Context: an optimization exercise on an open-source flow, tuned for small area, a short achievable clock period and few clock cycles per item. The choices shown serve that exercise and are no tape-out recipe.
Power figures rest on the tool's default switching activity, not on a simulated workload.

== main ==
// core_issue_top
module core_issue_top (
    input  logic                   clk,
    input  logic                   rst,
    input  logic                   instr_valid,
    input  logic [31:0]            instr_word,
    input  logic                   flush,
    output logic                   stall,
    output logic                   wb_valid,
    output logic [5-1:0] wb_rd,
    output logic [32-1:0]       wb_data
);
Size: about 6500 cells after synthesis, roughly 1500 flip-flops, about 75 I/O pins, ~86000 um^2 of cells after synthesis.
==> module instruction_issue, before the edit <==
module instruction_issue (
    input  logic                     clk,
    input  logic                     rst,
    input  logic                     head_valid,
    input  core_pkg::dec_t           head,
    output logic                     fire,
    output logic                     ex_alu,
    output logic                     ex_mul,
    output logic                     ex_div,
    output logic [5-1:0]   ex_rd,
    output logic [2:0]               ex_funct3,
    output logic                     ex_sub,
    output logic [32-1:0]         ex_a,
    output logic [32-1:0]         ex_b,
    output logic [32-1:0]         mul_a,
    output logic [32-1:0]         mul_b,
    input  logic [32-1:0]         alu_res,
    input  logic                     s2_valid,
    input  logic [5-1:0]   s2_rd,
    input  logic [32-1:0]         s2_res,
    input  logic                     div_busy,
    input  logic [5-1:0]   div_rd,
    input  logic                     div_resv,
    input  logic                     div_wr,
    input  logic [32-1:0]         div_res,
    input  logic                     rf_we,
    input  logic [5-1:0]   rf_waddr,
    input  logic [32-1:0]         rf_wdata
);
    logic [32-1:1][32-1:0] rf;
    logic [32-1:0][32-1:0] rf_rd;
    logic [5-1:0] rs1;
    logic [5-1:0] rs2;
    logic                   use_rs2;
    logic [32-1:0]       rs1_val;
    logic [32-1:0]       rs2_val;
    logic                   haz_mul;
    logic                   haz_div;
    logic                   blk_div;
    logic                   blk_slot;
    genvar gi;
    generate
        for (gi = 1; gi < 32; gi++) begin : g_rf
            always_ff @(posedge clk) begin
                if (rf_we && rf_waddr == gi)
                    rf[gi] <= rf_wdata;
            end
        end
    endgenerate
    assign rf_rd = {rf, {32{1'b0}}};
    assign rs1     = head.rs1;
    assign rs2     = head.imm[4:0];
    assign use_rs2 = !head.use_imm;
    always_comb begin
        if (ex_alu && ex_rd == rs1)
            rs1_val = alu_res;
        else if (s2_valid && s2_rd == rs1)
            rs1_val = s2_res;
        else if (div_wr && div_rd == rs1)
            rs1_val = div_res;
        else
            rs1_val = rf_rd[rs1];
    end
    always_comb begin
        if (ex_alu && ex_rd == rs2)
            rs2_val = alu_res;
        else if (s2_valid && s2_rd == rs2)
            rs2_val = s2_res;
        else if (div_wr && div_rd == rs2)
            rs2_val = div_res;
        else
            rs2_val = rf_rd[rs2];
    end
    assign haz_mul  = ex_mul && (ex_rd == rs1 || (use_rs2 && ex_rd == rs2));
    assign haz_div  = div_busy && !div_wr &&
                      (div_rd == rs1 || (use_rs2 && div_rd == rs2) || div_rd == head.rd);
    assign blk_div  = head.div && div_busy && !div_wr;
    assign blk_slot = !head.div && div_resv;
    assign fire = head_valid && !haz_mul && !haz_div && !blk_div && !blk_slot;
    always_ff @(posedge clk) begin
        if (rst) begin
            ex_alu <= 1'b0;
            ex_mul <= 1'b0;
            ex_div <= 1'b0;
        end else begin
            ex_alu <= fire && head.alu;
            ex_mul <= fire && head.mul;
            ex_div <= fire && head.div;
        end
    end
    logic [32-1:0] op_b;
    assign op_b = head.use_imm ? {{(32-12){head.imm[11]}}, head.imm} : rs2_val;
    always_ff @(posedge clk) begin
        ex_rd     <= head.rd;
        ex_funct3 <= head.funct3;
        ex_sub    <= head.sub;
        ex_a      <= rs1_val;
        ex_b      <= op_b;
        mul_a     <= head.mul ? rs1_val : '0;
        mul_b     <= head.mul ? rs2_val : '0;
    end
endmodule
==> flow/config.mk <==
export PLATFORM = sky130hd
export DESIGN_NAME = core_issue_top
export DESIGN_NICKNAME = core_issue_top
export VERILOG_FILES = /design/flow/design.v
export SDC_FILE = /design/flow/constraint.sdc
export NUM_CORES = 4
export LEC_CHECK = 0
export ABC_CLOCK_PERIOD_IN_PS = 3000
export CAP_MARGIN = 20
export CORE_MARGIN = 2
export CORE_UTILIZATION = 40
export SETUP_SLACK_MARGIN = 3.0
export SLEW_MARGIN = 20
==> flow/constraint.sdc <==
create_clock -name core_clock -period 7.0 [get_ports {clk}]
set_input_delay 1.4000 -clock core_clock [delete_from_list [all_inputs] [get_ports {clk}]]
set_output_delay 1.4000 -clock core_clock [all_outputs]
set_load 0.01 [all_outputs]
run.sh (not shown) runs the stock make flow with config.mk's settings and CLKGATE_MAP_FILE= SYNTH_SCRIPT=/design/flow/synth_recipe.tcl, a recipe that flattens the netlist after the stock synthesis.
Inputs modified between main and the feature branch:
diff --git a/flow/design.v b/flow/design.v
--- a/flow/design.v
+++ b/flow/design.v
@@ -151,28 +151,22 @@
     assign rf_rd = {rf, {32{1'b0}}};
     assign rs1     = head.rs1;
     assign rs2     = head.imm[4:0];
     assign use_rs2 = !head.use_imm;
-    always_comb begin
-        if (ex_alu && ex_rd == rs1)
-            rs1_val = alu_res;
-        else if (s2_valid && s2_rd == rs1)
-            rs1_val = s2_res;
-        else if (div_wr && div_rd == rs1)
-            rs1_val = div_res;
-        else
-            rs1_val = rf_rd[rs1];
-    end
-    always_comb begin
-        if (ex_alu && ex_rd == rs2)
-            rs2_val = alu_res;
-        else if (s2_valid && s2_rd == rs2)
-            rs2_val = s2_res;
-        else if (div_wr && div_rd == rs2)
-            rs2_val = div_res;
-        else
-            rs2_val = rf_rd[rs2];
-    end
+    logic f1_alu, f1_s2, f1_div, f1_rf;
+    logic f2_alu, f2_s2, f2_div, f2_rf;
+    assign f1_alu = ex_alu && ex_rd == rs1;
+    assign f1_s2  = !f1_alu && s2_valid && s2_rd == rs1;
+    assign f1_div = !f1_alu && !f1_s2 && div_wr && div_rd == rs1;
+    assign f1_rf  = !f1_alu && !f1_s2 && !f1_div;
+    assign f2_alu = ex_alu && ex_rd == rs2;
+    assign f2_s2  = !f2_alu && s2_valid && s2_rd == rs2;
+    assign f2_div = !f2_alu && !f2_s2 && div_wr && div_rd == rs2;
+    assign f2_rf  = !f2_alu && !f2_s2 && !f2_div;
+    assign rs1_val = ({32{f1_alu}} & alu_res) | ({32{f1_s2}} & s2_res) |
+                     ({32{f1_div}} & div_res) | ({32{f1_rf}} & rf_rd[rs1]);
+    assign rs2_val = ({32{f2_alu}} & alu_res) | ({32{f2_s2}} & s2_res) |
+                     ({32{f2_div}} & div_res) | ({32{f2_rf}} & rf_rd[rs2]);
     assign haz_mul  = ex_mul && (ex_rd == rs1 || (use_rs2 && ex_rd == rs2));
     assign haz_div  = div_busy && !div_wr &&
                       (div_rd == rs1 || (use_rs2 && div_rd == rs2) || div_rd == head.rd);
     assign blk_div  = head.div && div_busy && !div_wr;
@@ -188,18 +182,30 @@
             ex_mul <= fire && head.mul;
             ex_div <= fire && head.div;
         end
     end
+    logic             m_on;
+    logic             b_reg;
     logic [32-1:0] op_b;
-    assign op_b = head.use_imm ? {{(32-12){head.imm[11]}}, head.imm} : rs2_val;
+    logic [32-1:0] op_ma;
+    logic [32-1:0] op_mb;
+    assign m_on  = head.mul;
+    assign b_reg = !head.use_imm;
+    assign op_b  = ({32{head.use_imm}} & {{(32-12){head.imm[11]}}, head.imm}) |
+                   ({32{b_reg && f2_alu}} & alu_res) | ({32{b_reg && f2_s2}} & s2_res) |
+                   ({32{b_reg && f2_div}} & div_res) | ({32{b_reg && f2_rf}} & rf_rd[rs2]);
+    assign op_ma = ({32{m_on && f1_alu}} & alu_res) | ({32{m_on && f1_s2}} & s2_res) |
+                   ({32{m_on && f1_div}} & div_res) | ({32{m_on && f1_rf}} & rf_rd[rs1]);
+    assign op_mb = ({32{m_on && f2_alu}} & alu_res) | ({32{m_on && f2_s2}} & s2_res) |
+                   ({32{m_on && f2_div}} & div_res) | ({32{m_on && f2_rf}} & rf_rd[rs2]);
     always_ff @(posedge clk) begin
         ex_rd     <= head.rd;
         ex_funct3 <= head.funct3;
         ex_sub    <= head.sub;
         ex_a      <= rs1_val;
         ex_b      <= op_b;
-        mul_a     <= head.mul ? rs1_val : '0;
-        mul_b     <= head.mul ? rs2_val : '0;
+        mul_a     <= op_ma;
+        mul_b     <= op_mb;
     end
 endmodule
 `timescale 1ns/10ps
 import core_pkg::*;
### Flow results
- Setup slack in the feature branch is smaller than in main.
- In the flow results for the feature branch and main, the worst hold slack is smaller on the feature branch.
- The via count of the routed design of main and that of the feature branch are within noise of each other.
- Per the comparison of the feature branch with main, area share of xor/xnor cells in the synthesized design climbed 0.32 points; combinational share of power climbed 1.4 points; synthesized cell count dropped 110.
- The feature branch vs. main: die area now sits lower; placer's final routability congestion estimate now sits higher.
- Summary — number of signal-net inverters in the final layout, the feature branch relative to main: higher, by 8.
- Per the comparison of the feature branch with main, area used by multi-input combinational logic dropped 610 um^2, final cell count has decreased, sequential-to-total area share from yosys stat saw an increase.
No run of this note included a check of the RTL's function; only the layout flow was run.

port drivers added, routing unchanged:
The flow's constraints put no driver on any port. The routed layouts listed below were extracted and timed again, unchanged, in two steps. Step 1: set_driving_cell puts a clkbuf_16 on clk and a buf_2 on each other input, an assumption about the parent block. Step 2 also shifts input and output timing later by t, the mid clock arrival at the registers, as if the neighbouring blocks saw the same clock. Three values: no drivers, after step 1, after step 2; two values: the first two.
run	t, ns	slack for setup (ns)	worst hold slack (ns)	worst register clock-pin slew, ns	worst slew at a driven data input, ns
main	0.903	2.896 / 2.896 / 2.753	0.344 / 0.344 / 0.344	0.08 / 0.08	0.04
the feature branch	0.920	2.725 / 2.725 / 2.725	0.321 / 0.321 / 0.321	0.07 / 0.07	0.11
After both steps every run listed still meets setup and hold. The setup slack of main, which loses most, moves by 0.000 ns with the drivers and by -0.143 ns with both steps.
